What follows belongs to an exercise in optimizing a design on an open flow for small area, a short achievable clock period and few clock cycles per item; a production flow would make more cautious choices. Only simulation tests tie the RTL to the original design; equivalence was not proved. Power figures rest on the tool's default switching activity, not on a simulated workload.

$ cat design/flow/design.v
`default_nettype none
package rsdf_pkg;
    localparam int BOUND_ENTRIES  = 16;
    localparam int REMOTE_ENTRIES = 16;
    localparam int MAX_ENTRIES    = (BOUND_ENTRIES > REMOTE_ENTRIES) ?
                                    BOUND_ENTRIES : REMOTE_ENTRIES;
    localparam int B_IDX_W = (BOUND_ENTRIES > 1)  ? $clog2(BOUND_ENTRIES)  : 1;
    localparam int R_IDX_W = (REMOTE_ENTRIES > 1) ? $clog2(REMOTE_ENTRIES) : 1;
    localparam int IDX_W   = (MAX_ENTRIES > 1)    ? $clog2(MAX_ENTRIES)    : 1;
    localparam int CNT_W   = $clog2(MAX_ENTRIES + 1);
    localparam int SSRC_W     = 32;
    localparam int PT_W       = 7;
    localparam int MID_W      = 64;
    localparam int MASK_W     = 64;
    localparam int IN_W       = 168;   
    localparam int OUT_W      = 8;     
    localparam int CFG_IDX_W  = 3;
    localparam int CFG_DATA_W = 64;
    typedef enum logic [CFG_IDX_W-1:0] {
        CFG_MID_VALID   = 3'd0,
        CFG_MID_HI      = 3'd1,
        CFG_MID_LO      = 3'd2,
        CFG_PT_MASK_HI  = 3'd3,
        CFG_PT_MASK_LO  = 3'd4
    } t_cfg_reg;
    typedef enum logic [1:0] {
        REASON_NONE   = 2'd0,
        REASON_MID    = 2'd1,
        REASON_REMOTE = 2'd2,
        REASON_PT     = 2'd3
    } t_reason;
    typedef enum logic [2:0] {
        S_IDLE,
        S_BSCAN,
        S_BUPD,
        S_RSCAN,
        S_RUPD,
        S_DONE
    } t_state;
    typedef struct packed {
        logic             found;
        logic [IDX_W-1:0] found_idx;
        logic             free;
        logic [IDX_W-1:0] free_idx;
        logic             other;      
    } t_scan_res;
endpackage
`default_nettype wire
`default_nettype none
module rsdf_match_unit (
    input  wire logic                        i_clk,
    input  wire logic                        i_rst_n,
    input  wire logic                        i_clr,
    input  wire logic                        i_step,
    input  wire logic [rsdf_pkg::IDX_W-1:0]  i_idx,
    input  wire logic                        i_ent_valid,
    input  wire logic [rsdf_pkg::SSRC_W-1:0] i_ent_ssrc,
    input  wire logic [rsdf_pkg::SSRC_W-1:0] i_key,
    output rsdf_pkg::t_scan_res              o_res
);
    rsdf_pkg::t_scan_res r_res;
    logic                hit;
    assign hit = i_ent_valid && (i_ent_ssrc == i_key);
    always_ff @(posedge i_clk) begin
        if (!i_rst_n || i_clr) begin
            r_res <= '0;
        end else if (i_step) begin
            if (hit && !r_res.found) begin
                r_res.found     <= 1'b1;
                r_res.found_idx <= i_idx;
            end
            if (!i_ent_valid && !r_res.free) begin
                r_res.free     <= 1'b1;
                r_res.free_idx <= i_idx;
            end
            if (i_ent_valid && !hit) begin
                r_res.other <= 1'b1;
            end
        end
    end
    assign o_res = r_res;
endmodule
`default_nettype wire
`default_nettype none
module rtp_stream_demux_filter_core (
    input  wire logic                            i_clk,
    input  wire logic                            i_rst_n,
    input  wire logic                            s_axis_tvalid,
    output logic                                 s_axis_tready,
    input  wire logic [rsdf_pkg::IN_W-1:0]       s_axis_tdata,
    input  wire logic [0:0]                      s_axis_tuser,
    output logic                                 m_axis_tvalid,
    input  wire logic                            m_axis_tready,
    output logic [rsdf_pkg::OUT_W-1:0]           m_axis_tdata,
    input  wire logic                            i_cfg_valid,
    output logic                                 o_cfg_ready,
    input  wire logic [rsdf_pkg::CFG_IDX_W-1:0]  i_cfg_index,
    input  wire logic [rsdf_pkg::CFG_DATA_W-1:0] i_cfg_data
);
    localparam int B_N = rsdf_pkg::BOUND_ENTRIES;
    localparam int R_N = rsdf_pkg::REMOTE_ENTRIES;
    logic                          r_mid_valid;
    logic [rsdf_pkg::MID_W-1:0]    r_mid_hi;
    logic [rsdf_pkg::MID_W-1:0]    r_mid_lo;
    logic [rsdf_pkg::MASK_W-1:0]   r_pt_hi;
    logic [rsdf_pkg::MASK_W-1:0]   r_pt_lo;
    logic [B_N-1:0]                r_bnd_valid;
    logic [rsdf_pkg::SSRC_W-1:0]   r_bnd_ssrc [B_N];
    logic [R_N-1:0]                r_rem_valid;
    logic [rsdf_pkg::SSRC_W-1:0]   r_rem_ssrc [R_N];
    rsdf_pkg::t_state              r_state, n_state;
    logic [rsdf_pkg::CNT_W-1:0]    r_cnt, n_cnt;
    logic                          r_func;
    logic [rsdf_pkg::SSRC_W-1:0]   r_ssrc;
    logic                          r_mid_present;
    logic                          r_mid_match;
    logic                          r_pt_ok;
    logic                          r_pass, n_pass;
    rsdf_pkg::t_reason             r_reason, n_reason;
    logic                          r_ovf, n_ovf;
    logic                          r_out_valid, n_out_valid;
    logic [rsdf_pkg::OUT_W-1:0]    r_out_data, n_out_data;
    logic                          in_acc;
    logic                          cfg_acc;
    logic                          mid_wr;
    logic                          scan_clr;
    logic                          scan_step;
    logic                          ent_valid;
    logic [rsdf_pkg::SSRC_W-1:0]   ent_ssrc;
    rsdf_pkg::t_scan_res           scan_res;
    logic                          bnd_wr;
    logic                          bnd_wr_val;
    logic [rsdf_pkg::B_IDX_W-1:0]  bnd_wr_idx;
    logic                          rem_wr;
    logic [rsdf_pkg::R_IDX_W-1:0]  rem_wr_idx;
    logic [rsdf_pkg::SSRC_W-1:0]   in_ssrc;
    logic [rsdf_pkg::PT_W-1:0]     in_pt;
    logic                          in_mid_present;
    logic [rsdf_pkg::MID_W-1:0]    in_mid_hi;
    logic [rsdf_pkg::MID_W-1:0]    in_mid_lo;
    logic                          in_pt_ok;
    assign in_ssrc        = s_axis_tdata[31:0];
    assign in_pt          = s_axis_tdata[38:32];
    assign in_mid_present = s_axis_tdata[39];
    assign in_mid_hi      = s_axis_tdata[103:40];
    assign in_mid_lo      = s_axis_tdata[167:104];
    assign in_pt_ok       = in_pt[6] ? r_pt_hi[in_pt[5:0]] : r_pt_lo[in_pt[5:0]];
    assign s_axis_tready = (r_state == rsdf_pkg::S_IDLE);
    assign in_acc        = s_axis_tvalid && s_axis_tready;
    assign o_cfg_ready   = 1'b1;
    assign cfg_acc       = i_cfg_valid && o_cfg_ready;
    assign mid_wr        = cfg_acc && ((i_cfg_index == rsdf_pkg::CFG_MID_VALID) ||
                                       (i_cfg_index == rsdf_pkg::CFG_MID_HI) ||
                                       (i_cfg_index == rsdf_pkg::CFG_MID_LO));
    assign m_axis_tvalid = r_out_valid;
    assign m_axis_tdata  = r_out_data;
    always_comb begin
        if (r_state == rsdf_pkg::S_BSCAN) begin
            ent_valid = r_bnd_valid[r_cnt[rsdf_pkg::B_IDX_W-1:0]];
            ent_ssrc  = r_bnd_ssrc[r_cnt[rsdf_pkg::B_IDX_W-1:0]];
        end else begin
            ent_valid = r_rem_valid[r_cnt[rsdf_pkg::R_IDX_W-1:0]];
            ent_ssrc  = r_rem_ssrc[r_cnt[rsdf_pkg::R_IDX_W-1:0]];
        end
    end
    rsdf_match_unit u_match (
        .i_clk       (i_clk),
        .i_rst_n     (i_rst_n),
        .i_clr       (scan_clr),
        .i_step      (scan_step),
        .i_idx       (r_cnt[rsdf_pkg::IDX_W-1:0]),
        .i_ent_valid (ent_valid),
        .i_ent_ssrc  (ent_ssrc),
        .i_key       (r_ssrc),
        .o_res       (scan_res)
    );
    always_ff @(posedge i_clk) begin
        if (!i_rst_n) begin
            r_mid_valid <= 1'b0;
            r_mid_hi    <= '0;
            r_mid_lo    <= '0;
            r_pt_hi     <= '0;
            r_pt_lo     <= '0;
        end else if (cfg_acc) begin
            case (i_cfg_index)
                rsdf_pkg::CFG_MID_VALID:  r_mid_valid <= i_cfg_data[0];
                rsdf_pkg::CFG_MID_HI:     r_mid_hi    <= i_cfg_data;
                rsdf_pkg::CFG_MID_LO:     r_mid_lo    <= i_cfg_data;
                rsdf_pkg::CFG_PT_MASK_HI: r_pt_hi     <= i_cfg_data;
                rsdf_pkg::CFG_PT_MASK_LO: r_pt_lo     <= i_cfg_data;
                default: ;
            endcase
        end
    end
    always_ff @(posedge i_clk) begin
        if (!i_rst_n) begin
            r_bnd_valid <= '0;
            r_rem_valid <= '0;
        end else begin
            if (mid_wr) begin
                r_bnd_valid <= '0;
            end else if (bnd_wr) begin
                r_bnd_valid[bnd_wr_idx] <= bnd_wr_val;
            end
            if (rem_wr) begin
                r_rem_valid[rem_wr_idx] <= 1'b1;
            end
        end
    end
    always_ff @(posedge i_clk) begin
        if (bnd_wr && bnd_wr_val) begin
            r_bnd_ssrc[bnd_wr_idx] <= r_ssrc;
        end
        if (rem_wr) begin
            r_rem_ssrc[rem_wr_idx] <= r_ssrc;
        end
    end
    always_ff @(posedge i_clk) begin
        if (in_acc) begin
            r_func        <= s_axis_tuser[0];
            r_ssrc        <= in_ssrc;
            r_mid_present <= in_mid_present;
            r_mid_match   <= in_mid_present && r_mid_valid &&
                             (in_mid_hi == r_mid_hi) && (in_mid_lo == r_mid_lo);
            r_pt_ok       <= in_pt_ok;
        end
        r_out_data <= n_out_data;
    end
    always_ff @(posedge i_clk) begin
        if (!i_rst_n) begin
            r_state     <= rsdf_pkg::S_IDLE;
            r_cnt       <= '0;
            r_pass      <= 1'b0;
            r_reason    <= rsdf_pkg::REASON_NONE;
            r_ovf       <= 1'b0;
            r_out_valid <= 1'b0;
        end else begin
            r_state     <= n_state;
            r_cnt       <= n_cnt;
            r_pass      <= n_pass;
            r_reason    <= n_reason;
            r_ovf       <= n_ovf;
            r_out_valid <= n_out_valid;
        end
    end
    always_comb begin
        n_state     = r_state;
        n_cnt       = r_cnt;
        n_pass      = r_pass;
        n_reason    = r_reason;
        n_ovf       = r_ovf;
        n_out_valid = r_out_valid && !m_axis_tready;
        n_out_data  = r_out_data;
        scan_clr    = 1'b0;
        scan_step   = 1'b0;
        bnd_wr      = 1'b0;
        bnd_wr_val  = 1'b0;
        bnd_wr_idx  = scan_res.found_idx[rsdf_pkg::B_IDX_W-1:0];
        rem_wr      = 1'b0;
        rem_wr_idx  = scan_res.free_idx[rsdf_pkg::R_IDX_W-1:0];
        case (r_state)
            rsdf_pkg::S_IDLE: begin
                if (in_acc) begin
                    scan_clr = 1'b1;
                    n_cnt    = '0;
                    n_pass   = 1'b0;
                    n_reason = rsdf_pkg::REASON_NONE;
                    n_ovf    = 1'b0;
                    n_state  = s_axis_tuser[0] ? rsdf_pkg::S_RSCAN : rsdf_pkg::S_BSCAN;
                end
            end
            rsdf_pkg::S_BSCAN: begin
                scan_step = 1'b1;
                if (r_cnt == rsdf_pkg::CNT_W'(B_N - 1)) begin
                    n_state = rsdf_pkg::S_BUPD;
                end else begin
                    n_cnt = r_cnt + 1'b1;
                end
            end
            rsdf_pkg::S_BUPD: begin
                if (scan_res.found && r_mid_present && !r_mid_match) begin
                    bnd_wr     = 1'b1;
                    bnd_wr_val = 1'b0;
                    n_state    = scan_res.other ? rsdf_pkg::S_DONE : rsdf_pkg::S_RSCAN;
                end else if (r_mid_match) begin
                    n_state = rsdf_pkg::S_DONE;
                    if (scan_res.found) begin
                        n_pass   = 1'b1;
                        n_reason = rsdf_pkg::REASON_MID;
                    end else if (scan_res.free) begin
                        bnd_wr     = 1'b1;
                        bnd_wr_val = 1'b1;
                        bnd_wr_idx = scan_res.free_idx[rsdf_pkg::B_IDX_W-1:0];
                        n_pass     = 1'b1;
                        n_reason   = rsdf_pkg::REASON_MID;
                    end else begin
                        n_ovf = 1'b1;
                    end
                end else if (scan_res.found || scan_res.other) begin
                    n_state = rsdf_pkg::S_DONE;
                    if (scan_res.found) begin
                        n_pass   = 1'b1;
                        n_reason = rsdf_pkg::REASON_MID;
                    end
                end else begin
                    n_state = rsdf_pkg::S_RSCAN;
                end
                if (n_state == rsdf_pkg::S_RSCAN) begin
                    scan_clr = 1'b1;
                    n_cnt    = '0;
                end
            end
            rsdf_pkg::S_RSCAN: begin
                scan_step = 1'b1;
                if (r_cnt == rsdf_pkg::CNT_W'(R_N - 1)) begin
                    n_state = rsdf_pkg::S_RUPD;
                end else begin
                    n_cnt = r_cnt + 1'b1;
                end
            end
            rsdf_pkg::S_RUPD: begin
                n_state = rsdf_pkg::S_DONE;
                if (r_func) begin
                    if (!scan_res.found) begin
                        rem_wr = scan_res.free;
                        n_ovf  = !scan_res.free;
                    end
                end else if (scan_res.found) begin
                    n_pass   = 1'b1;
                    n_reason = rsdf_pkg::REASON_REMOTE;
                end else if (r_pt_ok) begin
                    rem_wr   = scan_res.free;
                    n_ovf    = !scan_res.free;
                    n_pass   = 1'b1;
                    n_reason = rsdf_pkg::REASON_PT;
                end
            end
            rsdf_pkg::S_DONE: begin
                if (!r_out_valid || m_axis_tready) begin
                    n_out_valid = 1'b1;
                    n_out_data  = {4'b0000, r_ovf, r_reason, r_pass};
                    n_state     = rsdf_pkg::S_IDLE;
                end
            end
            default: begin
                n_state = rsdf_pkg::S_IDLE;
            end
        endcase
    end
endmodule
`default_nettype wire
$ cat design/flow/run.sh
#!/bin/bash
# synth_recipe.tcl (not shown) runs the flow's synth.tcl, then flattens the netlist and writes it again
# the make line also repeats each setting of config.mk as NAME=value (left out here)
make -C /OpenROAD-flow-scripts/flow DESIGN_CONFIG=/design/flow/config.mk WORK_HOME=/design/flow/orfs CLKGATE_MAP_FILE= SYNTH_SCRIPT=/design/flow/synth_recipe.tcl finish
$ cat design/flow/config.mk
export PLATFORM = sky130hd
export DESIGN_NAME = rtp_stream_demux_filter_core
export DESIGN_NICKNAME = rtp_stream_demux_filter_core
export VERILOG_FILES = /design/flow/design.v
export SDC_FILE = /design/flow/constraint.sdc
export NUM_CORES = 4
export LEC_CHECK = 0
export CAP_MARGIN = 20
export CORE_MARGIN = 2
export CORE_UTILIZATION = 40
export SLEW_MARGIN = 20
$ cat design/flow/constraint.sdc
create_clock -name core_clock -period 5.0 [get_ports {i_clk}]
set_input_delay 1.0000 -clock core_clock [delete_from_list [all_inputs] [get_ports {i_clk}]]
set_output_delay 1.0000 -clock core_clock [all_outputs]
set_load 0.01 [all_outputs]
==> flow_summary.toml <==
[placement]
place_congestion = 0.954
portBuffers = 246
post-dp-hpwl_um = 114000

[synth]
post_synth.cell_area_avg_um2 = 14.7
netlist_instances = 3821
synth_cell_types = 84
ys.flop_type = "edfxtp_1"
synth_seq_area_share = 0.683
ys_warn_count = 2
synth_edf_count = 1064
syn-cell-area_mm2 = 0.0561
ys_seq_elements = 1381
synth_async_sr_flop_share = 0

[critical_path]
required_ns = 5.68
start_kind = "flip-flop"
critPathKind = "reg2reg"
cp_max_fo = 36
crit_arrival_ns = 5.24
end_kind = "flip-flop"

[grt]
grtUsageMet2 = 0.409
grt_pass1_vias = 34300
top_usage_layer = "met2"
antenna_found_initial = 10
gr-total-overflow = 0
grt_max_degree = 150
grt_usage = 0.249
gr-usage-met3 = 0.0514
grt_pass1_wl_um = 253000
use_met1 = 0.330

[die]
rows = 137
start_util = 0.402
coreArea_mm2 = 0.139
num_io_pins = 252
die_w_um = 378
die_h_um = 378
die_area_mm2 = 0.143

[timing]
tns_ns = 0
rsz0062_at_grt = "false"
setup_violations = 0
post-route-period-util = 0.911
fmax_ghz = 0.219
finClkSkew_ns = 0.0296
slew_violations = 0
hold_viol_final = 0
slew-limit-headroom = 0.317
period_needed_ns = 4.56
tightest_slew_ns = 1.02

[layout]
layout_common_cells = "1064 x edfxtp_1, 611 x nand2_1, 315 x a21oi_1"
nNetsFinal = 4403
syn_to_final_growth_pct = 17.9
fillers = 12000
fin_util = 0.474
layout_commonest_cell = "edfxtp_1"
drive_above_1_share = 0.156

[clock_tree]
post_cts_buffers = 0
cts_made_buffers = 146
cts-htree-levels = 4
cts_tree = "done"
max-clock-path-buffers = 3
cts-root-buf = "clkbuf_16"
clk_pin_slew_ns = 0.06
clk_latency_ns = 0.79
clock_sinks = 1381
cts-resized-gates = 0
cts_hold_buf = 0

[drt]
drc = 0
via_count = 35600
initialDrtViolationCount = 4514
viasPerCell = 5.79
wl_per_cell_um = 29.3
ant_nets = 0
routed_wl_um = 180000
first_pass_iters = 6

[power]
power.density_mw_per_mm2 = 378
worst_ir_drop_vdd_uv = 264
p_leak_nw = 20.7
power_mw = 25.0

[run_status]
outcome = "finished clean"

[flow_run]
max_cap_viol_count = 0

[hold_path]
holdCritPathClass = "reg2reg"
routing by layer:
metal	wire length (um)	vias up
met5	84	-
met2	86600	1774
li1	-	15300
met4	6090	10
met1	71500	18200
met3	15600	323
worst max-delay path: stages (launching register included):
cell       delay (ns)
dfxtp_4          0.87
buf_4            0.47
buf_4            0.24
mux4_2           0.50
a22oi_1          0.46
o22ai_1          0.21
o31ai_1          0.42
o2111ai_1        0.18
nor4_2           0.41
nand4_2          0.42
mux2i_1          0.27
registers in the layout, indices dropped and copies added, names as in the netlist, 11 cells and up, named ones only:
signal / cells
r_ssrc: 32
u_match.r_res: 11
r_rem_ssrc: 512
r_pt_lo: 64
r_mid_lo: 64
r_bnd_valid: 16
r_mid_hi: 64
r_bnd_ssrc: 512
r_rem_valid: 16
r_pt_hi: 64
cells in the mapped netlist (41+ instances only):
master / number / area share
inv_1: 87 / 0.0058
a22oi_1: 67 / 0.0090
xnor2_1: 46 / 0.0072
a21oi_1: 315 / 0.028
nor2_1: 121 / 0.0081
dfxtp_1: 317 / 0.11
clkbuf_1: 123 / 0.0082
a221oi_1: 41 / 0.0064
edfxtp_1: 1064 / 0.57
o21ai_0: 43 / 0.0038
mux4_2: 227 / 0.091
mux2i_1: 198 / 0.035
nand2_1: 611 / 0.041
cell families (layout without fill, tap and decap cells):
logic type | after synthesis | after routing | share of synthesized area
DFF | 1381 | 1381 | 0.683
and+or+nand+nor | 945 | 945 | 0.0731
AOI/OAI and AO/OA | 643 | 643 | 0.0721
muxes | 445 | 445 | 0.131
buffers and inverters | 318 | 763 | 0.0268
xor gates and xnor gates | 76 | 76 | 0.0119
adders and majority gates | 11 | 11 | 0.00245
other | 2 | 9 | 0.000134
worst paths after layout:
path	from	end	slack (ns)	depth (start not counted)
setup / recovery	flip-flop	u_match.r_res[6]$_SDFFE_PP0P_	0.44	10
hold / removal	r_reason[0]$_SDFFE_PN0P_	r_out_data[1]$_DFFE_PP_	0.44	0
setup reg to reg	flip-flop	u_match.r_res[6]$_SDFFE_PP0P_	0.44	10
hold reg to reg	r_reason[0]$_SDFFE_PN0P_	r_out_data[1]$_DFFE_PP_	0.44	0
cell type report:
class,instances,area (um^2),area share
repair buffers,407,3980,0.0602
well taps,1876,2350,0.0355
clock buffers,201,3940,0.0596
inverters,90,345,0.00523
diodes,4,10.0,0.000151
clock inverters,65,593,0.00897
flip-flops and latches,1381,38300,0.580
multi-input cells,2125,16600,0.251
through the flow:
step / instance area [um^2] / instances / worst slack (ns) / hold WS, ns
4_1_cts: 66100 / 6144 / 0.554 / 0.441
5_1_grt: 66100 / 6145 / 0.418 / 0.455
3_5_place_dp: 61500 / 5878 / 0.614 / 0.426
6_report: 66100 / 6149 / 0.443 / 0.442
2_1_floorplan: 56100 / 3824 / 0.799 / 0.402
3_3_place_gp: 61500 / 5876 / 0.670 / 0.427
report_power, final:
| part | switching (mW) | leakage, nW | total, mW | internal [mW] |
|---|---|---|---|---|
| Clock | 4.56 | 2.19 | 10.3 | 5.78 |
| Sequential | 0.163 | 12.1 | 12.6 | 12.5 |
| Combinational | 1.20 | 6.41 | 2.01 | 0.812 |
| Total | 5.93 | 20.7 | 25.0 | 19.1 |
Testbench counts, summed over its fixed seeds: cycles 95,373, items 4,800.

-- separate check: timing with driven ports --
How much do the figures lean on ideal ports? The routed layout below was timed once more, with nothing changed but the port constraints. Step 1 (the two cells are an assumption about what drives the block):
set clk [get_ports {i_clk}]
set_driving_cell -lib_cell sky130_fd_sc_hd__clkbuf_16 $clk
set_driving_cell -lib_cell sky130_fd_sc_hd__buf_2 [delete_from_list [all_inputs] $clk]
Step 2 times the ports against the registers' clock, not the clock port: input delays grow and output delays shrink by t, the midpoint of the rising clock arrivals with the driver on. Three values: ideal, step 1, step 2; two values: the first two.
t (ns): 0.833
setup WS [ns]: 0.443 / 0.443 / 0.443
clock arrival spread, ns: 0.038 / 0.038
After both steps this run still meets setup and hold. For this run, drivers alone change the setup slack by 0.000 ns; drivers and shift together by 0.000 ns.
